What follows belongs to an exercise in optimizing a design on an open flow for small area; a production flow would make more cautious choices. Function was checked by simulation only, so behaviour that the tests miss may differ from the original. No activity file was given, so power comes from the tool's default toggle rates.

==> flow/design.v <==
`default_nettype none
package fpu_ss_instr_pkg;
  typedef enum logic [2:0] {
    OP_NONE   = 3'd0,
    OP_SGNJ   = 3'd1,
    OP_SGNJN  = 3'd2,
    OP_SGNJX  = 3'd3,
    OP_MV_X_W = 3'd4,
    OP_MV_W_X = 3'd5,
    OP_CSRRW  = 3'd6
  } fpu_op_e;
  localparam logic [6:0] FUNCT7_SGNJ   = 7'b0010000;
  localparam logic [6:0] FUNCT7_MV_X_W = 7'b1110000;
  localparam logic [6:0] FUNCT7_MV_W_X = 7'b1111000;
  localparam logic [2:0] FUNCT3_CSRRW  = 3'b001;
endpackage
`default_nettype wire
`default_nettype none
package fpu_ss_csr_pkg;
  typedef enum logic [11:0] {
    CSR_FRM = 12'h002
  } csr_addr_e;
  typedef enum logic [3-1:0] {
    RNE = 3'b000,
    RTZ = 3'b001,
    RDN = 3'b010,
    RUP = 3'b011,
    RMM = 3'b100,
    DYN = 3'b111
  } roundmode_e;
endpackage
`default_nettype wire
`default_nettype none
module fpu_ss_aoi222 (
  input  logic a0, b0, a1, b1, a2, b2,
  output logic y
);
  assign y = ~((a0 & b0) | (a1 & b1) | (a2 & b2));
endmodule
module fpu_ss_aoi22 (
  input  logic a0, b0, a1, b1,
  output logic y
);
  assign y = ~((a0 & b0) | (a1 & b1));
endmodule
module fpu_ss_nand4 (
  input  logic a, b, c, d,
  output logic y
);
  assign y = ~(a & b & c & d);
endmodule
module fpu_ss_nand3 (
  input  logic a, b, c,
  output logic y
);
  assign y = ~(a & b & c);
endmodule
module fpu_ss_or3 (
  input  logic a, b, c,
  output logic y
);
  assign y = a | b | c;
endmodule
module fpu_ss_rdmux (
  input  logic [31:0] sel_i,
  input  logic [31:0] d_i,
  output logic        y_o
);
  logic [10:0] t;
  logic [2:0]  u;
  for (genvar k = 0; k < 10; k++) begin : g_aoi
    fpu_ss_aoi222 aoi_i (
      .a0(sel_i[3*k]),   .b0(d_i[3*k]),
      .a1(sel_i[3*k+1]), .b1(d_i[3*k+1]),
      .a2(sel_i[3*k+2]), .b2(d_i[3*k+2]),
      .y (t[k])
    );
  end
  fpu_ss_aoi22 aoi_l_i (.a0(sel_i[30]), .b0(d_i[30]), .a1(sel_i[31]), .b1(d_i[31]), .y(t[10]));
  fpu_ss_nand4 n0_i (.a(t[0]), .b(t[1]), .c(t[2]),  .d(t[3]), .y(u[0]));
  fpu_ss_nand4 n1_i (.a(t[4]), .b(t[5]), .c(t[6]),  .d(t[7]), .y(u[1]));
  fpu_ss_nand3 n2_i (.a(t[8]), .b(t[9]), .c(t[10]),           .y(u[2]));
  fpu_ss_or3   o_i  (.a(u[0]), .b(u[1]), .c(u[2]), .y(y_o));
endmodule
`default_nettype wire
`default_nettype none
module fpu_ss (
  input  logic                       clk_i,
  input  logic                       arst_n_i,
  input  logic                       issue_valid_i,
  input  logic [32-1:0]    issue_instr_i,
  input  logic [32-1:0]    issue_rs1_i,
  input  logic [4-1:0]    issue_id_i,
  output logic                       issue_ready_o,
  output logic                       issue_accept_o,
  input  logic                       result_ready_i,
  output logic                       result_valid_o,
  output logic [32-1:0]    result_data_o,
  output logic [5-1:0] result_rd_o,
  output logic [4-1:0]    result_id_o,
  output logic                       result_we_o
);
  localparam int N = 32;
  logic [6:0] opcode, funct7;
  logic [2:0] funct3;
  logic [4:0] rs1, rs2, rd;
  logic       is_sgnj, is_mvxw, is_mvwx, is_csr;
  assign opcode = issue_instr_i[6:0];
  assign funct3 = issue_instr_i[14:12];
  assign funct7 = issue_instr_i[31:25];
  assign rs1    = issue_instr_i[19:15];
  assign rs2    = issue_instr_i[24:20];
  assign rd     = issue_instr_i[11:7];
  assign is_sgnj = (opcode == 7'b1010011) && (funct7 == 7'b0010000) &&
                   (funct3[2] == 1'b0) && (funct3[1:0] != 2'b11);
  assign is_mvxw = (opcode == 7'b1010011) && (funct7 == 7'b1110000) &&
                   (rs2 == 5'd0) && (funct3 == 3'b000);
  assign is_mvwx = (opcode == 7'b1010011) && (funct7 == 7'b1111000) &&
                   (rs2 == 5'd0) && (funct3 == 3'b000);
  assign is_csr  = (opcode == 7'b1110011) && (funct3 == 3'b001) &&
                   (issue_instr_i[31:20] == 12'h002);
  assign issue_accept_o = is_sgnj | is_mvxw | is_mvwx | is_csr;
  logic [N-1:0][31:0] regs_q;
  logic [N-1:0] vld_q;
  logic [N-1:0] wsel;
  logic [N-1:0] sel_a, sel_b;
  logic [31:0]  fa;
  logic         fb_s;
  logic [N-1:0] hsel;
  logic         fp_pend;
  assign fp_pend = result_valid_o & ~result_we_o;
  always_comb begin
    for (int i = 0; i < N; i++) begin
      hsel[i]  = ~(fp_pend & (result_rd_o == i[4:0]));
      wsel[i]  = ~hsel[i] & result_ready_i;
      sel_a[i] = vld_q[i] & (rs1 == i[4:0]);
      sel_b[i] = vld_q[i] & (rs2 == i[4:0]);
    end
  end
  for (genvar j = 0; j < 32; j++) begin : g_rd_a
    logic [N-1:0] col;
    for (genvar i = 0; i < N; i++) begin : g_col
      assign col[i] = regs_q[i][j];
    end
    fpu_ss_rdmux rd_a_i (.sel_i(sel_a), .d_i(col), .y_o(fa[j]));
  end
  logic [N-1:0] col_s;
  for (genvar i = 0; i < N; i++) begin : g_col_s
    assign col_s[i] = regs_q[i][31];
  end
  fpu_ss_rdmux rd_b_i (.sel_i(sel_b), .d_i(col_s), .y_o(fb_s));
  always_ff @(posedge clk_i or negedge arst_n_i) begin
    if (!arst_n_i) begin
      vld_q <= '0;
    end else begin
      vld_q <= vld_q | wsel;
    end
  end
  always_ff @(posedge clk_i) begin
    for (int i = 0; i < N; i++) begin
      regs_q[i] <= (regs_q[i] & {32{hsel[i]}}) | (result_data_o & {32{wsel[i]}});
    end
  end
  logic [2:0] frm_q;
  logic hazard, load;
  assign hazard = result_valid_o & ~result_we_o &
                  ((((is_sgnj | is_mvxw) & (rs1 == result_rd_o))) |
                   (is_sgnj & (rs2 == result_rd_o)));
  assign issue_ready_o = (~result_valid_o | result_ready_i) & ~hazard;
  assign load          = issue_valid_i & issue_ready_o & issue_accept_o;
  always_ff @(posedge clk_i or negedge arst_n_i) begin
    if (!arst_n_i) begin
      frm_q <= 3'b000;
    end else if (load & is_csr) begin
      frm_q <= issue_rs1_i[2:0];
    end
  end
  logic [31:0] res;
  logic        sgn;
  always_comb begin
    case (funct3[1:0])
      2'b00:   sgn = fb_s;
      2'b01:   sgn = ~fb_s;
      default: sgn = fa[31] ^ fb_s;
    endcase
    if (is_csr)       res = {29'd0, frm_q};
    else if (is_mvwx) res = issue_rs1_i;
    else if (is_mvxw) res = fa;
    else              res = {sgn, fa[30:0]};
  end
  always_ff @(posedge clk_i or negedge arst_n_i) begin
    if (!arst_n_i) begin
      result_valid_o <= 1'b0;
      result_we_o    <= 1'b0;
    end else if (load) begin
      result_valid_o <= 1'b1;
      result_we_o    <= is_mvxw | is_csr;
    end else if (result_ready_i) begin
      result_valid_o <= 1'b0;
    end
  end
  logic hold;
  assign hold = result_valid_o & ~result_ready_i;
  always_ff @(posedge clk_i) begin
    result_data_o <= (result_data_o & {32{hold}}) | (res & {32{load}});
    result_rd_o   <= (result_rd_o & {5{hold}}) | (rd & {5{load}});
    result_id_o   <= (result_id_o & {4{hold}}) | (issue_id_i & {4{load}});
  end
endmodule
`default_nettype wire
==> flow/flow/run.sh <==
#!/bin/bash
# Standard ORFS layout with two changes: the port buffers are the smallest
# buffer, and clock tree synthesis uses larger sink clusters and no dummy loads.
set -euo pipefail
bash standard.sh finish \
  "BUFFER_PORTS_ARGS=-buffer_cell sky130_fd_sc_hd__buf_1" \
  "CTS_ARGS=-sink_clustering_enable -repair_clock_nets -dont_use_dummy_load -sink_clustering_size 26 -sink_clustering_max_diameter 80   -buf_list sky130_fd_sc_hd__clkbuf_16" \
  > standard_flow.log 2>&1
==> flow/standard.sh <==
#!/bin/bash
# synth_recipe.tcl (not shown) runs the flow's synth.tcl, then flattens the netlist and writes it again
# the make line also repeats each setting of config.mk as NAME=value (left out here)
make -C /OpenROAD-flow-scripts/flow DESIGN_CONFIG=/design/flow/config.mk WORK_HOME=/design/flow/orfs CLKGATE_MAP_FILE= SYNTH_SCRIPT=/design/flow/synth_recipe.tcl "${@:-finish}"
==> flow/config.mk <==
export PLATFORM = sky130hd
export DESIGN_NAME = fpu_ss
export DESIGN_NICKNAME = fpu_ss
export VERILOG_FILES = /design/flow/design.v
export SDC_FILE = /design/flow/constraint.sdc
export NUM_CORES = 4
export LEC_CHECK = 0
export CAP_MARGIN = 0
export CORE_MARGIN = 2
export CORE_UTILIZATION = 55
export PLACE_DENSITY = 0.7
export SLEW_MARGIN = 0
export SYNTH_HIERARCHICAL = 1
==> flow/constraint.sdc <==
create_clock -name core_clock -period 5.0 [get_ports {clk_i}]
set_input_delay 1.0000 -clock core_clock [delete_from_list [all_inputs] [get_ports {clk_i}]]
set_output_delay 1.0000 -clock core_clock [all_outputs]
set_load 0.01 [all_outputs]
==> results of run 1 <==
[worst max-delay path: stages]
cell      delay, ps
buf_1           170
nor2b_1         770
nand4b_1        150
or3_1           540
o211ai_2        160
buf_1           190
[Yosys stat by module, one instance, submodules excluded, excerpt]
module	cells inside	flops+latches
fpu_ss_aoi22	1	0
fpu_ss_or3	1	0
fpu_ss_nand4	1	0
fpu_ss_nand3	1	0
fpu_ss	3847	1102
fpu_ss_aoi222	1	0
[power by group through the flow]
stage / clock network, mW / registers, mW / logic [mW]
after floorplan: 0 / 8.98 / 0.0353
after global placement: 0 / 8.98 / 0.0905
after detailed placement: 0 / 8.98 / 0.0911
after CTS: 4.47 / 8.78 / 0.0919
after global routing: 4.78 / 8.78 / 0.0988
final: 4.41 / 8.78 / 0.0948
[cell usage after synthesis (4+ instances only)]
cell type,n,area (um^2)
nor3b_1,6,45.0
or3_1,35,219
nor2_1,14,52.6
xnor2_1,11,96.3
a22o_1,12,105
o21ai_1,10,50.1
a21oi_1,4,20.0
buf_6,5,56.3
a41o_1,8,80.1
and3_1,67,419
nand3_1,41,205
dfxtp_1,1065,21300
o21ai_0,1045,5230
nand4_1,72,450
a31o_2,24,210
buf_1,4,15.0
nand2_1,1120,4200
clkbuf_1,306,1150
dfrtp_1,37,926
mux2i_1,33,330
a22oi_2,33,413
buf_2,8,40.0
a222oi_1,330,3300
and3b_1,5,43.8
nor2b_1,10,62.6
[final timing paths]
kind / cells after the start / to / startpoint / slack (ps)
worst max-delay path: 6 / issue_accept_o / issue_instr_i[21] / 1010
worst min-delay path: 2 / regs_q[435] / regs_q[435] / 460
worst max register to register: 6 / regs_q[641] / result_rd_o[2] / 1890
worst min register to register: 2 / regs_q[435] / regs_q[435] / 460
max in group asynchronous: 1 / vld_q[4] / arst_n_i / 3820
min in group asynchronous: 1 / vld_q[21] / arst_n_i / 530
[cell families after synthesis]
group | share of synthesized area (%)
buffers and inverters | 3.31
muxes | 0.953
xor gates and xnor gates | 0.245
and+or+nand+nor | 15.1
AOI/OAI and AO/OA | 24.0
DFF | 56.5
[through the flow]
step                      setup slack, ps  instance area, um^2
after floorplan                      1540                39400
after global placement               1020                40300
after detailed placement             1010                40300
after CTS                            1080                41500
after global routing                  933                41500
final                                1010                41500
[layer usage]
| metal | up-vias | share of wire, % | global-route usage, % |
|---|---|---|---|
| met5 | - | 0 | 0 |
| met4 | 0 | 4.5 | 12.4 |
| met3 | 196 | 8.4 | 3.42 |
| met2 | 1300 | 42 | 45.2 |
| met1 | 14900 | 45 | 43.0 |
| li1 | 15500 | - | - |
[registers in the layout (all words and copies together) (netlist names)]
| register | count |
|---|---|
| regs_q | 1024 |
| frm_q | 3 |
| result_we_o | 1 |
| result_id_o | 4 |
| vld_q | 32 |
| result_rd_o | 5 |
| result_data_o | 32 |
| result_valid_o | 1 |
[placed cells by master (no fill, tap or decap), types with 10 or more instances in the layout]
cell type,synthesis,final
nor2_1,14,14
or3_1,35,34
clkbuf_16,0,49
dfrtp_1,37,37
mux2i_1,33,33
nand2_2,0,24
buf_4,2,55
a222oi_1,330,330
xnor2_1,11,11
and3_2,0,25
a31o_2,24,24
o21ai_0,1045,1045
buf_1,4,114
and3_1,67,42
nand4_1,72,72
nand2_1,1120,1096
a22oi_2,33,33
o21ai_1,10,10
dfxtp_1,1065,1065
a22o_1,12,12
nand3_1,41,33
[area by class of cell]
type / instances / area, um^2
fillers: 6503 / 29700
multi-input cells: 2911 / 16000
flip-flops and latches: 1102 / 22200
repair buffers: 171 / 851
inverters: 1 / 3.75
clock buffers: 49 / 1230
well taps: 950 / 1190
==> metrics.md, run 1 <==
| Metric | Value |
|---|---|
| Power per unit of standard cell area | `320 nW/um^2` |
| Power Total | `13.3 mW` |
| Total count of hold-check failures in the final report | `0` |
| Antenna violations before repair | `0` |
| Pin count of the biggest net entering global routing | `65` |
| Number of H-tree levels | `2` |
| Largest driver fanout on the critical path | `10` |
| Total global-route track usage | `29.7%` |
| Run status | `timing/DRC/antenna clean` |
| Share of the clock period used by the worst path after layout | `79.7%` |
| Clock input transition at the sequential cells of the worst setup and hold paths | `60 ps` |
| Std-Cell Rows | `98` |
| Most used flip-flop cell after synthesis | `dfxtp_1` |
| Final Routed Wirelength | `112000 um` |
| Max-Slew Margin vs Limit | `19.0%` |
| Die Outline Area | `73800 um^2` |
| Number of nets in the finished design | `4308` |
| Setup total negative slack | `0 ps` |
| Total nets after synthesis | `4414` |
| First-pass GRT wire length | `173000 um` |
| Final core area utilization | `58.3%` |
| Maximum capacitance violations | `0` |
| Fraction of layout cells with a size suffix above 1 | `5.67%` |
| Total standard cell area after synthesis | `39400 um^2` |
| Starting density of the core | `55.3%` |
| Number of distinct library cells after synthesis | `48` |
| Clock tree from TritonCTS | `done` |
| Data required time at the worst endpoint | `4000 ps` |
| Die span in y | `272 um` |
| Flip-flop and latch count after synthesis | `1102` |
| Routability cong. | `0.913` |
| FFs w/ async S/R, synth | `3.36%` |
| Tightest hold margin | `457 ps` |
| Avg WL per Cell | `21.7 um` |
| Final number of setup-violating endpoints | `0` |
| Count of pins on the block boundary | `117` |
| Post-CTS repair timing setup buffer count | `0` |
| Launching element type of the critical path | `input pin` |
| Post-synthesis sequential area ratio | `56.5%` |
| Number of remaining DRC errors | `0` |
| Switching power of the nets | `2.72 mW` |
| F_max | `251 MHz` |
| Category of the critical setup timing path | `input pin to primary output` |
| Synthesized instance count | `4342` |
| Design internal power | `10.6 mW` |
| Detail Route Antenna Nets | `0` |
| Leakage | `21.4 nW` |
| Remaining global-route overflow | `0` |
| Post-route non-filler standard cell count | `5184` |
| Area added between synthesis and finish | `5.35%` |
| Class of the tightest hold or removal check | `register to register` |
| Count of flip-flops with a built-in enable after synthesis | `0` |
| Worst-margin pin slew | `1210 ps` |
| Period minus WS final | `3990 ps` |
| Violation count after the first detailed-route iteration | `4170` |
| Setup repair after global routing missed its margin | `false` |
| DR vias/cell | `6.14` |
| Relative contribution of the clock network to total power | `33.2%` |
| Switching part of the total | `20.5%` |
| DIE WIDTH | `272 um` |
| Data arrival time of the worst path | `2990 ps` |
| ANT cells | `0` |
| Maximum clock insertion buffer count | `3` |
| DP Wirelength | `68800 um` |
| Sink Count | `1102` |
| IO Port Bufs | `116` |
| Hold-fix buffer count after cts | `0` |
| Post-Synthesis Mean Instance Area | `9.07 um^2` |
| Power share of the sequential group | `66.1%` |
| Warnings from Yosys | `7` |
| Num CTS Buffers | `49` |
| Vias in the first global route | `28600` |
| Largest voltage drop on the vdd net | `0.259 mV` |
| Clk root buf | `clkbuf_16` |
| Number of max-slew violations in the final report | `0` |
| Crit end category | `primary output` |
| Via count | `31900` |
| Clock latency on the worst-skew pair | `650 ps` |
| CTS-repair resized insts | `0` |
| Area of the placeable core | `71200 um^2` |
| Iteration count of the initial detailed-routing pass | `9` |
| Cell total after placement | `5135` |
| Part of the power in combinational logic | `0.7%` |
| Setup Skew | `52.1 ps` |
==> run 2, diff against run 1 <==
--- a/flow/design.v
+++ b/flow/design.v
@@ -38,9 +38,9 @@
   assign y = ~((a0 & b0) | (a1 & b1) | (a2 & b2));
 endmodule
-module fpu_ss_aoi22 (
-  input  logic a0, b0, a1, b1,
-  output logic y
-);
-  assign y = ~((a0 & b0) | (a1 & b1));
+module fpu_ss_nand2 (
+  input  logic a, b,
+  output logic y
+);
+  assign y = ~(a & b);
 endmodule
 module fpu_ss_nand4 (
@@ -49,10 +49,4 @@
 );
   assign y = ~(a & b & c & d);
-endmodule
-module fpu_ss_nand3 (
-  input  logic a, b, c,
-  output logic y
-);
-  assign y = ~(a & b & c);
 endmodule
 module fpu_ss_or3 (
@@ -67,5 +61,5 @@
   output logic        y_o
 );
-  logic [10:0] t;
+  logic [11:0] t;
   logic [2:0]  u;
   for (genvar k = 0; k < 10; k++) begin : g_aoi
@@ -77,8 +71,9 @@
     );
   end
-  fpu_ss_aoi22 aoi_l_i (.a0(sel_i[30]), .b0(d_i[30]), .a1(sel_i[31]), .b1(d_i[31]), .y(t[10]));
+  fpu_ss_nand2 nd0_i (.a(sel_i[30]), .b(d_i[30]), .y(t[10]));
+  fpu_ss_nand2 nd1_i (.a(sel_i[31]), .b(d_i[31]), .y(t[11]));
   fpu_ss_nand4 n0_i (.a(t[0]), .b(t[1]), .c(t[2]),  .d(t[3]), .y(u[0]));
   fpu_ss_nand4 n1_i (.a(t[4]), .b(t[5]), .c(t[6]),  .d(t[7]), .y(u[1]));
-  fpu_ss_nand3 n2_i (.a(t[8]), .b(t[9]), .c(t[10]),           .y(u[2]));
+  fpu_ss_nand4 n2_i (.a(t[8]), .b(t[9]), .c(t[10]), .d(t[11]), .y(u[2]));
   fpu_ss_or3   o_i  (.a(u[0]), .b(u[1]), .c(u[2]), .y(y_o));
 endmodule
@@ -122,5 +117,5 @@
   assign issue_accept_o = is_sgnj | is_mvxw | is_mvwx | is_csr;
   logic [N-1:0][31:0] regs_q;
-  logic [N-1:0] vld_q;
+  logic         rst_q;
   logic [N-1:0] wsel;
   logic [N-1:0] sel_a, sel_b;
@@ -132,8 +127,8 @@
   always_comb begin
     for (int i = 0; i < N; i++) begin
-      hsel[i]  = ~(fp_pend & (result_rd_o == i[4:0]));
-      wsel[i]  = ~hsel[i] & result_ready_i;
-      sel_a[i] = vld_q[i] & (rs1 == i[4:0]);
-      sel_b[i] = vld_q[i] & (rs2 == i[4:0]);
+      wsel[i]  = fp_pend & (result_rd_o == i[4:0]) & result_ready_i;
+      hsel[i]  = ~(fp_pend & (result_rd_o == i[4:0])) & ~rst_q;
+      sel_a[i] = ~rst_q & (rs1 == i[4:0]);
+      sel_b[i] = ~rst_q & (rs2 == i[4:0]);
     end
   end
@@ -152,7 +147,7 @@
   always_ff @(posedge clk_i or negedge arst_n_i) begin
     if (!arst_n_i) begin
-      vld_q <= '0;
+      rst_q <= 1'b1;
     end else begin
-      vld_q <= vld_q | wsel;
+      rst_q <= 1'b0;
     end
   end
--- a/flow/config.mk
+++ b/flow/config.mk
@@ -8,6 +8,6 @@
 export CAP_MARGIN = 0
 export CORE_MARGIN = 2
-export CORE_UTILIZATION = 55
-export PLACE_DENSITY = 0.7
+export CORE_UTILIZATION = 65
+export PLACE_DENSITY = 0.8
 export SLEW_MARGIN = 0
 export SYNTH_HIERARCHICAL = 1
==> run 2 against run 1 <==
Net effect: maximum frequency up 3.3%; largest cell class unchanged; sequential share of layout area down 1.3 points; worst hold slack worse by 220 ps; cell area down 1.2%; cell count down 21%.
==> metrics.md, run 2 <==
| Metric | Value |
|---|---|
| Iteration count of the initial detailed-routing pass | `10 (+1)` |
| Post-synthesis sequential area ratio | `55.8% (-0.62 points)` |
| Clk root buf | `clkbuf_16` |
| Run status | `timing/DRC/antenna clean` |
| Std-Cell Rows | `89 (-9.2%)` |
| Area of the placeable core | `58800 um^2 (-17%)` |
| Leading cell type by number of instances after synthesis | `dfxtp_1` |
| Hold-fix buffer count after cts | `0 (unchanged)` |
| Number of H-tree levels | `2 (unchanged)` |
| Number of distinct library cells after synthesis | `50 (+4.2%)` |
| Worst setup timing slack at the placement stage | `936 ps (-77.4 ps)` |
| CTS-repair resized insts | `0 (unchanged)` |
| Detail Route Antenna Nets | `0 (unchanged)` |
| Clock input transition at the sequential cells of the worst setup and hold paths | `100 ps (+40 ps)` |
| Total nets after synthesis | `3463 (-22%)` |
| Count of pins on the block boundary | `117 (unchanged)` |
| Post-Synthesis Mean Instance Area | `11.3 um^2 (+25%)` |
| Part of the power in combinational logic | `2.7% (+2.0 points)` |
| Antenna violations before repair | `12 (+12)` |
| Largest voltage drop on the vdd net | `0.357 mV (+38%)` |
| Synthesized instance count | `3391 (-22%)` |
| Leading post-synthesis cells by cell area | `dfxtp_1, a22o_1, a222oi_1` |
| Sink Count | `1071 (-2.8%)` |
| Most common cell after layout, fill and taps aside | `dfxtp_1` |
| Total standard cell area after synthesis | `38400 um^2 (-2.4%)` |
| Total global-route track usage | `43.9% (+14 points)` |
| Crit end category | `primary output` |
| Maximum capacitance violations | `0 (unchanged)` |
| Via count | `32900 (+3.3%)` |
| Setup Skew | `62.1 ps (+10.0 ps)` |
| Number of max-slew violations in the final report | `0 (unchanged)` |
| Remaining global-route overflow | `0 (unchanged)` |
| Avg WL per Cell | `33.8 um (+56%)` |
| Num CTS Buffers | `48 (-2.0%)` |
| Most used flip-flop cell after synthesis | `dfxtp_1` |
| Launching element type of the critical path | `input pin` |
| Post-route non-filler standard cell count | `4095 (-21%)` |
| Total count of hold-check failures in the final report | `0 (unchanged)` |
| Area added between synthesis and finish | `6.69%` |
| Data required time at the worst endpoint | `4000 ps (about the same)` |
| Regs by FF count | `regs_q x1024, result_data_o x32, result_rd_o x5` |
| Worst-margin pin slew | `1360 ps (+145 ps)` |
| Flip-flop count of the largest register, all copies and words added | `1024 (unchanged)` |
| Biggest area consumer among synthesized cells | `dfxtp_1` |
| Flip-flop and latch count after synthesis | `1071 (-2.8%)` |
| Relative contribution of the clock network to total power | `32.9% (-0.3 points)` |
| Max-Slew Margin vs Limit | `9.29% (-9.7 points)` |
| Number of remaining DRC errors | `0 (unchanged)` |
| Leakage | `14.7 nW (-31%)` |
| Post-CTS repair timing setup buffer count | `0 (unchanged)` |
| Routability cong. | `0.947 (+3.8%)` |
| Switching part of the total | `22.1% (+1.6 points)` |
| Starting density of the core | `65.4% (+10 points)` |
| Die Outline Area | `61100 um^2 (-17%)` |
| Cell total after placement | `4040 (-21%)` |
| Clock latency on the worst-skew pair | `660 ps (about the same)` |
| Area fraction of the dominant cell type after synthesis | `55.5% (+1.3 points)` |
| Power share of the sequential group | `64.5% (-1.6 points)` |
| Setup repair after global routing missed its margin | `false` |
| Number of nets in the finished design | `3389 (-21%)` |
| FFs w/ async S/R, synth | `0.560% (-2.8 points)` |
| Period minus WS final | `3860 ps (-128 ps)` |
| Violation count after the first detailed-route iteration | `6457 (+55%)` |
| Final number of setup-violating endpoints | `0 (unchanged)` |
| Highest-count cells in the layout ignoring fill and taps | `dfxtp_1, a22o_1, a222oi_1` |
| F_max | `259 MHz (+3.3%)` |
| Final Routed Wirelength | `138000 um (+23%)` |
| Clock tree from TritonCTS | `done` |
| Vias in the first global route | `31100 (+8.7%)` |
| Setup total negative slack | `0 ps (unchanged)` |
| Design internal power | `10.3 mW (-2.4%)` |
| Power per unit of standard cell area | `322 nW/um^2 (+0.74%)` |
| Class of the tightest hold or removal check | `input pin to asynchronous set/reset pin` |
| Synth cell count leaders | `dfxtp_1, a22o_1, a222oi_1` |
| Pin count of the biggest net entering global routing | `35 (-46%)` |
| DR vias/cell | `8.04 (+31%)` |
| Fraction of layout cells with a size suffix above 1 | `8.66% (+3.0 points)` |
| Warnings from Yosys | `7 (unchanged)` |
| Share of the clock period used by the worst path after layout | `77.2% (-2.6 points)` |
| Category of the critical setup timing path | `input pin to primary output` |
| Switching power of the nets | `2.92 mW (+7.3%)` |
| First-pass GRT wire length | `203000 um (+17%)` |
| DP Wirelength | `81200 um (+18%)` |
| Count of flip-flops with a built-in enable after synthesis | `0 (unchanged)` |
| Final setup slack of the worst path | `1140 ps (+128 ps)` |
| # fillers | `4243 (-35%)` |
| Largest driver fanout on the critical path | `10 (unchanged)` |
| Register with the most flip-flops | `regs_q` |
| IO Port Bufs | `116 (unchanged)` |
| Maximum clock insertion buffer count | `3 (unchanged)` |
| Die span in y | `247 um (-9.0%)` |
| Data arrival time of the worst path | `2860 ps (-130 ps)` |
| DIE WIDTH | `247 um (-9.0%)` |
## run 2: cell count changes in the layout (fill, tap and decap cells not counted), sizes merged, moves of 66 or more
cell	delta
a22o	+1012
and3	-67
buf	+66
nand2	-974
nor2	+95
o21ai	-1010
## run 2: through the flow
stage	hold slack, ps	power (mW)	utilization, %	instance area (um^2)
floorplan	441	8.89	-	38400
global placement	430	9.05	67.7	39800
detailed placement	436	9.06	67.7	39800
CTS	249	13.2	69.7	41000
global route	255	13.5	69.8	41000
finish	240	13.2	69.8	41000
## run 2: cells by family after synthesis
| family | share of synthesized area (%) |
|---|---|
| muxes | 0.976 |
| AOI/OAI and AO/OA | 33.1 |
| DFF | 55.8 |
| xor gates and xnor gates | 0.251 |
| buffers and inverters | 3.63 |
| and+or+nand+nor | 6.17 |
| other | 0.00975 |
## run 2: path summary, 6_finish.rpt
| check | start | endpoint | slack (ps) | cells past startpoint |
|---|---|---|---|---|
| max in group asynchronous | arst_n_i | rst_q | 4390 | 1 |
| worst min-delay path | arst_n_i | frm_q[1] | 240 | 1 |
| worst max register to register | rst_q | result_data_o[31] | 1640 | 12 |
| min in group core_clock | result_id_o[1] | result_id_o[1] | 450 | 2 |
| worst min register to register | result_id_o[1] | result_id_o[1] | 450 | 2 |
| worst max-delay path | issue_instr_i[21] | issue_ready_o | 1140 | 7 |
## run 2: worst max-delay path, stage by stage
cell,delay (ps)
buf_1,250
nor4_1,640
nand4b_1,200
nor4_1,230
o22ai_1,180
and2_1,220
buf_1,130
## run 2: metal layers
| layer | track usage [%] | part of all wire (%) | wire, um |
|---|---|---|---|
| met5 | 0 | 0.0080 | 11 |
| met1 | 59.4 | 37 | 51400 |
| met3 | 11.1 | 14 | 19900 |
| met2 | 63.0 | 41 | 57200 |
| met4 | 26.8 | 7.0 | 9700 |
## run 2: cell type report
type | instances | area [um^2] | area share (%)
repair buffers | 235 | 1330 | 3.24
well taps | 773 | 967 | 2.36
clock buffers | 48 | 1200 | 2.93
multi-input cells | 1960 | 16000 | 39.1
diodes | 7 | 17.5 | 0.0427
inverters | 1 | 3.75 | 0.00915
flip-flops and latches | 1071 | 21500 | 52.3
## run 2: power by group through the flow
stage / Clock [mW] / Sequential, mW / Combinational (mW)
CTS: 4.32 / 8.53 / 0.335
floorplan: 0 / 8.72 / 0.170
finish: 4.35 / 8.53 / 0.353
detailed placement: 0 / 8.72 / 0.334
global placement: 0 / 8.72 / 0.330
global route: 4.62 / 8.53 / 0.355
## run 2: modules after synthesis (local to each module, per instance), excerpt
| module | area [um^2] | cells inside |
|---|---|---|
| fpu_ss_or3 | 6.26 | 1 |
| fpu_ss_nand2 | 3.75 | 1 |
| fpu_ss_aoi222 | 10.0 | 1 |
| fpu_ss | 34100 | 2863 |
| fpu_ss_nand4 | 6.26 | 1 |
==> run 3, diff against run 2 <==
--- a/flow/config.mk
+++ b/flow/config.mk
@@ -8,6 +8,6 @@
 export CAP_MARGIN = 0
 export CORE_MARGIN = 2
-export CORE_UTILIZATION = 65
-export PLACE_DENSITY = 0.8
+export CORE_UTILIZATION = 55
+export PLACE_DENSITY = 0.7
 export SLEW_MARGIN = 0
 export SYNTH_HIERARCHICAL = 1
==> run 3 against run 2 <==
Net effect: critical path type is now register to primary output; cell count increased by 3.7%; largest power group unchanged; count of clock-buffer cells in the layout unchanged; critical endpoint unchanged; still clean on timing, DRC and antenna; largest cell class unchanged; sequential power about the same; first-iteration DRC count shrank 8.6%.
==> metrics.md, run 3 <==
| Metric | Value |
|---|---|
| Run status | `timing/DRC/antenna clean` |
| Post-CTS repair timing setup buffer count | `0 (unchanged)` |
| Post-Synth Simple-Gate Area | `6.17% (unchanged)` |
| Total count of hold-check failures in the final report | `0 (unchanged)` |
| Final setup slack of the worst path | `1010 ps (-134 ps)` |
| Hold-fix buffer count after cts | `0 (unchanged)` |
| Biggest area consumer among synthesized cells | `dfxtp_1` |
| Clock latency on the worst-skew pair | `660 ps (about the same)` |
| Die Outline Area | `72000 um^2 (+18%)` |
| Starting density of the core | `55.8% (-9.6 points)` |
| Number of remaining DRC errors | `0 (unchanged)` |
| Main combinational cell family by area after synthesis | `compound AO/OA/AOI/OAI gates` |
| Violation count after the first detailed-route iteration | `5903 (-8.6%)` |
| Avg WL per Cell | `34.0 um (+0.81%)` |
| Worst setup timing slack at the placement stage | `822 ps (-114 ps)` |
| Antenna violations before repair | `16 (+4)` |
| Launching element type of the critical path | `register` |
| Mux cell area share after synthesis | `0.976% (unchanged)` |
| Sink Count | `1071 (unchanged)` |
| Final core area utilization | `59.8% (-9.9 points)` |
| Arithmetic-cell share of the synthesized area counting full adders, half adders and majority gates | `0% (unchanged)` |
| Area of the placeable core | `68900 um^2 (+17%)` |
| Final Routed Wirelength | `145000 um (+4.6%)` |
| First-pass GRT wire length | `211000 um (+4.2%)` |
| Number of distinct library cells after synthesis | `50 (unchanged)` |
| Number of max-slew violations in the final report | `0 (unchanged)` |
| Detailed-routing wirelength on met1 | `55600 um (+8.1%)` |
| Share of the clock period used by the worst path after layout | `79.9% (+2.7 points)` |
| Cell chain of the critical path | `xnor2_1 > nand4_1 > nor4_1 > o22ai_1 > and2_1 > buf_1` |
| Worst-margin pin slew | `1390 ps (+33.1 ps)` |
| F_max | `250 MHz (-3.4%)` |
| Class of the tightest hold or removal check | `input pin to asynchronous set/reset pin` |
| Setup Skew | `51.2 ps (-10.9 ps)` |
| Largest driver fanout on the critical path | `18 (+8)` |
| Leading post-synthesis cells by cell area | `dfxtp_1, a22o_1, a222oi_1` |
| DIE WIDTH | `268 um (+8.6%)` |
| Summed area of non-filler cells in the final layout | `41300 um^2 (+0.59%)` |
| Period minus WS final | `3990 ps (+134 ps)` |
| Most used flip-flop cell after synthesis | `dfxtp_1` |
| Count of flip-flops with a built-in enable after synthesis | `0 (unchanged)` |
| Crit end category | `primary output` |
| Flip-flop and latch count after synthesis | `1071 (unchanged)` |
| Clock input transition at the sequential cells of the worst setup and hold paths | `100 ps (about the same)` |
| Count of pins on the block boundary | `117 (unchanged)` |
| Leakage | `14.7 nW (-0.19%)` |
| Fraction of layout cells with a size suffix above 1 | `8.41% (-0.25 points)` |
| Setup total negative slack | `0 ps (unchanged)` |
| Total nets after synthesis | `3463 (unchanged)` |
| CTS-repair resized insts | `0 (unchanged)` |
| Area fraction in compound gates after synthesis | `33.1% (unchanged)` |
| Data arrival time of the worst path | `2990 ps (+130 ps)` |
| Slowest Stage Delay on Critical Path | `960 ps (+320 ps)` |
| Number of nets in the finished design | `3379 (-0.30%)` |
| Post-Synthesis Mean Instance Area | `11.3 um^2 (unchanged)` |
| Max-Slew Margin vs Limit | `7.08% (-2.2 points)` |
| Detailed-routed wire length on met3 | `18700 um (-6.1%)` |
| Detailed route wirelength on metal2 | `60400 um (+5.6%)` |
| Warnings from Yosys | `7 (unchanged)` |
| Number of H-tree levels | `2 (unchanged)` |
| Area added between synthesis and finish | `7.32%` |
| Register with the most flip-flops | `regs_q` |
| Cell area after placement | `40000 um^2 (+0.58%)` |
| Via count | `33100 (+0.49%)` |
| DP Wirelength | `84600 um (+4.2%)` |
| Final number of setup-violating endpoints | `0 (unchanged)` |
| Most common cell after layout, fill and taps aside | `dfxtp_1` |
| Synth cell count leaders | `dfxtp_1, a22o_1, a222oi_1` |
| FFs w/ async S/R, synth | `0.560% (unchanged)` |
| Routability cong. | `0.952 (+0.49%)` |
| Die span in y | `268 um (+8.6%)` |
| Data required time at the worst endpoint | `4000 ps (about the same)` |
| Clk root buf | `clkbuf_16` |
| Remaining global-route overflow | `0 (unchanged)` |
| Post-route non-filler standard cell count | `4247 (+3.7%)` |
| Highest-count cells in the layout ignoring fill and taps | `dfxtp_1, a22o_1, a222oi_1` |
| DR vias/cell | `7.79 (-3.1%)` |
| Maximum clock insertion buffer count | `3 (unchanged)` |
| Detail Route Antenna Nets | `0 (unchanged)` |
| Flip-flop count of the largest register, all copies and words added | `1024 (unchanged)` |
| Total standard cell area after synthesis | `38400 um^2 (unchanged)` |
| Highest Signal Layer | `met5` |
| Num CTS Buffers | `48 (unchanged)` |
| Category of the critical setup timing path | `register to primary output` |
| Cell total after placement | `4188 (+3.7%)` |
| Maximum capacitance violations | `0 (unchanged)` |
| Pin count of the biggest net entering global routing | `41 (+17%)` |
| Vias in the first global route | `31800 (+2.1%)` |
| IO Port Bufs | `116 (unchanged)` |
| Area fraction of the dominant cell type after synthesis | `55.5% (unchanged)` |
| Setup repair after global routing missed its margin | `false` |
| Cell with the largest stage delay on the worst path | `dfxtp_1` |
| Post-synthesis share of cell area spent on xor and xnor gates | `0.251% (unchanged)` |
| Iteration count of the initial detailed-routing pass | `10 (unchanged)` |
| Std-Cell Rows | `96 (+7.9%)` |
| Largest voltage drop on the vdd net | `0.302 mV (-16%)` |
| Power per unit of standard cell area | `321 nW/um^2 (-0.29%)` |
| Leading cell type by number of instances after synthesis | `dfxtp_1` |
| Regs by FF count | `regs_q x1024, result_data_o x32, result_rd_o x5` |
| Clock tree from TritonCTS | `done` |
| Total global-route track usage | `39.1% (-4.8 points)` |
| Synthesized instance count | `3391 (unchanged)` |
| Post-synthesis sequential area ratio | `55.8% (unchanged)` |
## run 3: cell count changes in the layout (fill, tap and decap cells not counted)
| cell | change |
|---|---|
| a21oi_2 | -14 |
| a21oi_4 | +14 |
| buf_4 | -10 |
| diode_2 | +4 |
| and2_1 | -1 |
| and2_2 | +1 |
| dfstp_2 | -1 |
| dfstp_4 | +1 |
## run 3: metal layers
layer / vias up / GRT usage [%]
li1: 13500 / -
met1: 16400 / 52.0
met2: 2657 / 56.5
met3: 470 / 10.2
met4: 12 / 24.6
met5: - / 0
## run 3: kinds of logic (layout without fill, tap and decap cells)
| logic type | count (synthesis) | count (layout) |
|---|---|---|
| xor+xnor | 11 | 11 |
| mux | 37 | 37 |
| flops | 1071 | 1071 |
| simple gates | 473 | 473 |
| compound gates | 1438 | 1438 |
| other cells | 1 | 12 |
| buf+inv | 360 | 274 |
## run 3: layout make-up
type / instances / area [um^2]
fill: 5693 / 27700
sequential: 1071 / 21500
multi-input combinational: 1960 / 16100
timing repair buffer: 225 / 1250
clock buffer: 48 / 1200
tap: 931 / 1160
antenna: 11 / 27.5
inverter: 1 / 3.75
## run 3: path summary, 6_finish.rpt
check / slack [ps] / endpoint / cells after the start / from
worst max-delay path: 1010 / issue_ready_o / 6 / result_rd_o[1]
max in group asynchronous: 4410 / rst_q / 1 / arst_n_i
worst max register to register: 1360 / result_data_o[31] / 11 / rst_q
worst min-delay path: 230 / frm_q[1] / 1 / arst_n_i
min in group core_clock: 460 / result_id_o[1] / 2 / result_id_o[1]
worst min register to register: 460 / result_id_o[1] / 2 / result_id_o[1]
## run 3: through the flow
stage               hold WS [ps]  power (mW)
finish                       227        13.3
CTS                          221        13.3
detailed placement           445        9.06
global placement             432        9.06
global route                 253        13.6
floorplan                    441        8.89
## run 3: power by group
group / internal [mW] / switching (mW) / total [mW]
logic: 0.0535 / 0.305 / 0.358
registers: 8.53 / 0.000706 / 8.53
clock network: 1.72 / 2.66 / 4.38
## run 3: modules after synthesis, one instance, submodules excluded, a selection
module | cell area, um^2 | times used
fpu_ss_aoi222 | 10.0 | 330
fpu_ss_or3 | 6.26 | 33
fpu_ss | 34100 | 1
fpu_ss_nand4 | 6.26 | 99
fpu_ss_nand2 | 3.75 | 66
## run 3: critical path: cells and delay by family, from the launching register on
kind            cells  cell delay, ps
compound gates      1             180
xor+xnor            1             210
buf+inv             1             120
flops               1             960
simple gates        3             870
==> run 4, diff against run 3 <==
==> flow/flow/run.sh (replaced) <==
#!/bin/bash
# Standard ORFS layout with two changes: the port buffers are the smallest
# buffer, and clock tree synthesis uses larger sink clusters and no dummy loads.
set -euo pipefail
bash standard.sh finish \
  "BUFFER_PORTS_ARGS=-buffer_cell sky130_fd_sc_hd__buf_1" \
  "CTS_ARGS=-sink_clustering_enable -repair_clock_nets -dont_use_dummy_load -sink_clustering_size 26 -sink_clustering_max_diameter 80 -apply_ndr full   -buf_list sky130_fd_sc_hd__clkbuf_16" \
  > standard_flow.log 2>&1
==> run 4 against run 3 <==
Net effect: sequential cell count is the same; cell area is the same; synthesized cell count is the same; critical path type unchanged; utilization is the same; clock power is essentially flat; maximum frequency is the same; count of clock-buffer cells in the layout is the same; sequential power is essentially flat; largest power group unchanged.
==> metrics.md, run 4 <==
| Metric | Value |
|---|---|
| Vias in the first global route | `31800 (unchanged)` |
| DIE WIDTH | `268 um (unchanged)` |
| Die Outline Area | `72000 um^2 (unchanged)` |
| IO Port Bufs | `116 (unchanged)` |
| Arithmetic-cell share of the synthesized area counting full adders, half adders and majority gates | `0% (unchanged)` |
| Most common cell after layout, fill and taps aside | `dfxtp_1` |
| Leading post-synthesis cells by cell area | `dfxtp_1, a22o_1, a222oi_1` |
| Area taken by multi-input logic gates | `16100 um^2 (unchanged)` |
| Data required time at the worst endpoint | `4000 ps (about the same)` |
| Die span in y | `268 um (unchanged)` |
| Setup total negative slack | `0 ps (unchanged)` |
| Total standard cell area after synthesis | `38400 um^2 (unchanged)` |
| Crit end category | `primary output` |
| Register cell area after layout | `21500 um^2 (unchanged)` |
| Clock latency on the worst-skew pair | `660 ps (about the same)` |
| Area fraction in compound gates after synthesis | `33.1% (unchanged)` |
| Most used flip-flop cell after synthesis | `dfxtp_1` |
| Period minus WS final | `3990 ps (unchanged)` |
| Violation count after the first detailed-route iteration | `5903 (unchanged)` |
| Final Routed Wirelength | `145000 um (unchanged)` |
| Launching element type of the critical path | `register` |
| Number of nets in the finished design | `3379 (unchanged)` |
| Avg WL per Cell | `34.0 um (unchanged)` |
| Biggest area consumer among synthesized cells | `dfxtp_1` |
| Power share of the sequential group | `64.3% (about the same)` |
| Switching power of the nets | `2.96 mW (unchanged)` |
| Register with the most flip-flops | `regs_q` |
| Power Total | `13.3 mW (unchanged)` |
| Cell total after placement | `4188 (unchanged)` |
| Worst setup timing slack at the placement stage | `822 ps (unchanged)` |
| Worst-margin pin slew | `1390 ps (unchanged)` |
| Max-Slew Margin vs Limit | `7.08% (unchanged)` |
| Warnings from Yosys | `7 (unchanged)` |
| DP Wirelength | `84600 um (unchanged)` |
| Fraction of layout cells with a size suffix above 1 | `8.41% (unchanged)` |
| Post-synthesis share of cell area spent on xor and xnor gates | `0.251% (unchanged)` |
| Sink Count | `1071 (unchanged)` |
| Setup Skew | `51.2 ps (unchanged)` |
| Area fraction of the dominant cell type after synthesis | `55.5% (unchanged)` |
| FFs w/ async S/R, synth | `0.560% (unchanged)` |
| Design internal power | `10.3 mW (unchanged)` |
| CTS-repair resized insts | `0 (unchanged)` |
| Regs by FF count | `regs_q x1024, result_data_o x32, result_rd_o x5` |
| Number of H-tree levels | `2 (unchanged)` |
| Via count | `33100 (unchanged)` |
| Number of remaining DRC errors | `0 (unchanged)` |
| Starting density of the core | `55.8% (unchanged)` |
| F_max | `250 MHz (unchanged)` |
| Iteration count of the initial detailed-routing pass | `10 (unchanged)` |
| Number of max-slew violations in the final report | `0 (unchanged)` |
| Final core area utilization | `59.8% (unchanged)` |
| Synthesized instance count | `3391 (unchanged)` |
| Synth cell count leaders | `dfxtp_1, a22o_1, a222oi_1` |
| Num CTS Buffers | `48 (unchanged)` |
| Total count of hold-check failures in the final report | `0 (unchanged)` |
| Hold-fix buffer count after cts | `0 (unchanged)` |
| Main combinational cell family by area after synthesis | `compound AO/OA/AOI/OAI gates` |
| Routability cong. | `0.952 (unchanged)` |
| Switching part of the total | `22.3% (unchanged)` |
| Run status | `timing/DRC/antenna clean` |
| DR vias/cell | `7.79 (unchanged)` |
| Maximum capacitance violations | `0 (unchanged)` |
| Detail Route Antenna Nets | `0 (unchanged)` |
| Class of the tightest hold or removal check | `input pin to asynchronous set/reset pin` |
| Count of flip-flops with a built-in enable after synthesis | `0 (unchanged)` |
| Flip-flop count of the largest register, all copies and words added | `1024 (unchanged)` |
| Number of distinct library cells after synthesis | `50 (unchanged)` |
| Area of the placeable core | `68900 um^2 (unchanged)` |
| Post-Synthesis Mean Instance Area | `11.3 um^2 (unchanged)` |
| Post-route non-filler standard cell count | `4247 (unchanged)` |
| Final number of setup-violating endpoints | `0 (unchanged)` |
| Antenna violations before repair | `16 (unchanged)` |
| Remaining global-route overflow | `0 (unchanged)` |
| Total nets after synthesis | `3463 (unchanged)` |
| Leakage | `14.7 nW (unchanged)` |
| Category of the critical setup timing path | `register to primary output` |
| Clock input transition at the sequential cells of the worst setup and hold paths | `100 ps (about the same)` |
| Setup repair after global routing missed its margin | `false` |
| Std-Cell Rows | `96 (unchanged)` |
| Clock tree from TritonCTS | `done` |
| Share of the clock period used by the worst path after layout | `79.9% (unchanged)` |
| Maximum clock insertion buffer count | `3 (unchanged)` |
| Post-CTS repair timing setup buffer count | `0 (unchanged)` |
| Part of the power in combinational logic | `2.7% (about the same)` |
| First-pass GRT wire length | `211000 um (unchanged)` |
| Largest driver fanout on the critical path | `18 (unchanged)` |
| Count of pins on the block boundary | `117 (unchanged)` |
| # fillers | `5693 (unchanged)` |
| Data arrival time of the worst path | `2990 ps (about the same)` |
| Highest-count cells in the layout ignoring fill and taps | `dfxtp_1, a22o_1, a222oi_1` |
| Flip-flop and latch count after synthesis | `1071 (unchanged)` |
| Post-Synth Simple-Gate Area | `6.17% (unchanged)` |
| Total global-route track usage | `39.1% (unchanged)` |
| Pin count of the biggest net entering global routing | `41 (unchanged)` |
| Power per unit of standard cell area | `321 nW/um^2 (unchanged)` |
| Area added between synthesis and finish | `7.32% (unchanged)` |
| Mux cell area share after synthesis | `0.976% (unchanged)` |
| Relative contribution of the clock network to total power | `33.0% (about the same)` |
| Post-synthesis sequential area ratio | `55.8% (unchanged)` |
| Final setup slack of the worst path | `1010 ps (unchanged)` |
| Clk root buf | `clkbuf_16` |
| Leading cell type by number of instances after synthesis | `dfxtp_1` |
| Largest voltage drop on the vdd net | `0.302 mV (unchanged)` |
==> run 4: cell counts in the layout (fill, tap and decap cells not counted) <==
No cell type changed its count.
==> run 4: per-module statistics from Yosys (local to each module, per instance), excerpt <==
| module | area [um^2] | flops+latches | cells | copies in the design |
|---|---|---|---|---|
| fpu_ss | 34100 | 1071 | 2863 | 1 |
| fpu_ss_aoi222 | 10.0 | 0 | 1 | 330 |
| fpu_ss_nand4 | 6.26 | 0 | 1 | 99 |
| fpu_ss_or3 | 6.26 | 0 | 1 | 33 |
| fpu_ss_nand2 | 3.75 | 0 | 1 | 66 |
==> run 4: cell families (layout without fill, tap and decap cells) <==
kind of cell	count (synthesis)	in the layout
DFF	1071	1071
muxes	37	37
and+or+nand+nor	473	473
AOI/OAI and AO/OA	1438	1438
other	1	12
buffers and inverters	360	274
xor gates and xnor gates	11	11
==> run 4: path summary, 6_finish.rpt <==
kind	start	end	slack, ps	cells after the start
max reg2reg	rst_q	result_data_o[31]	1360	11
min reg2reg	result_id_o[1]	result_id_o[1]	460	2
min in group core_clock	result_id_o[1]	result_id_o[1]	460	2
min	arst_n_i	frm_q[1]	230	1
max	result_rd_o[1]	issue_ready_o	1010	6
max in group asynchronous	arst_n_i	rst_q	4410	1
==> run 4: area by class of cell <==
class / instances / share of cell area (%)
flip-flops and latches: 1071 / 52.0
multi-input cells: 1960 / 39.1
repair buffers: 225 / 3.04
clock buffers: 48 / 2.91
well taps: 931 / 2.82
diodes: 11 / 0.0667
inverters: 1 / 0.00910
==> run 4: critical path: stages (launching register included) <==
cell	delay (ps)
dfxtp_1	960
xnor2_1	210
nand4_1	280
nor4_1	380
o22ai_1	180
and2_1	210
buf_1	120
==> run 4: power groups by stage <==
stage	logic (mW)	clock network [mW]	registers, mW
after CTS	0.341	4.40	8.53
after floorplan	0.170	0	8.72
after global placement	0.337	0	8.72
after detailed placement	0.340	0	8.72
after global routing	0.360	4.69	8.53
final	0.358	4.38	8.53
==> run 4: layer usage <==
metal	global-route usage (%)	routed length, um
met1	52.0	55600
met2	56.5	60400
met3	10.2	18700
met4	24.6	9770
met5	0	90
==> run 4: per-stage QoR <==
stage               instance area, um^2  hold WS (ps)
floorplan                         38400           441
global placement                  40000           432
detailed placement                40000           445
CTS                               41200           221
global route                      41300           253
finish                            41300           227

port drivers added, routing unchanged:
The results above use ideal ports. As a check the final layouts listed here were re-extracted and re-timed, cells and wires unchanged. Step 1 (the two cells are an assumption about what drives the block):
set clk [get_ports {clk_i}]
set_driving_cell -lib_cell sky130_fd_sc_hd__clkbuf_16 $clk
set_driving_cell -lib_cell sky130_fd_sc_hd__buf_2 [delete_from_list [all_inputs] $clk]
Step 2, shift: input delay + t, output delay - t, t = (earliest + latest rising clock arrival at the registers) / 2. This alone moves slack from input paths to output paths. Slacks: no drivers / after step 1 / after step 2; pairs: no drivers / after step 1.
run	t, ns	setup slack, ns	clock arrival spread, ns	worst slew at a driven data input, ns	pins driven straight from the clock port
run 1	0.689	1.013 / 0.981 / 0.826	0.054 / 0.054	0.04	1
run 2	0.691	1.140 / 1.065 / 0.766	0.076 / 0.076	0.11	1
run 3	0.708	1.006 / 0.936 / 0.666	0.055 / 0.055	0.11	1
run 4	0.708	1.006 / 0.936 / 0.666	0.055 / 0.055	0.11	1
After both steps every run listed still meets setup and hold. For run 2, which loses most, drivers alone change the setup slack by -0.075 ns; drivers and shift together by -0.374 ns.
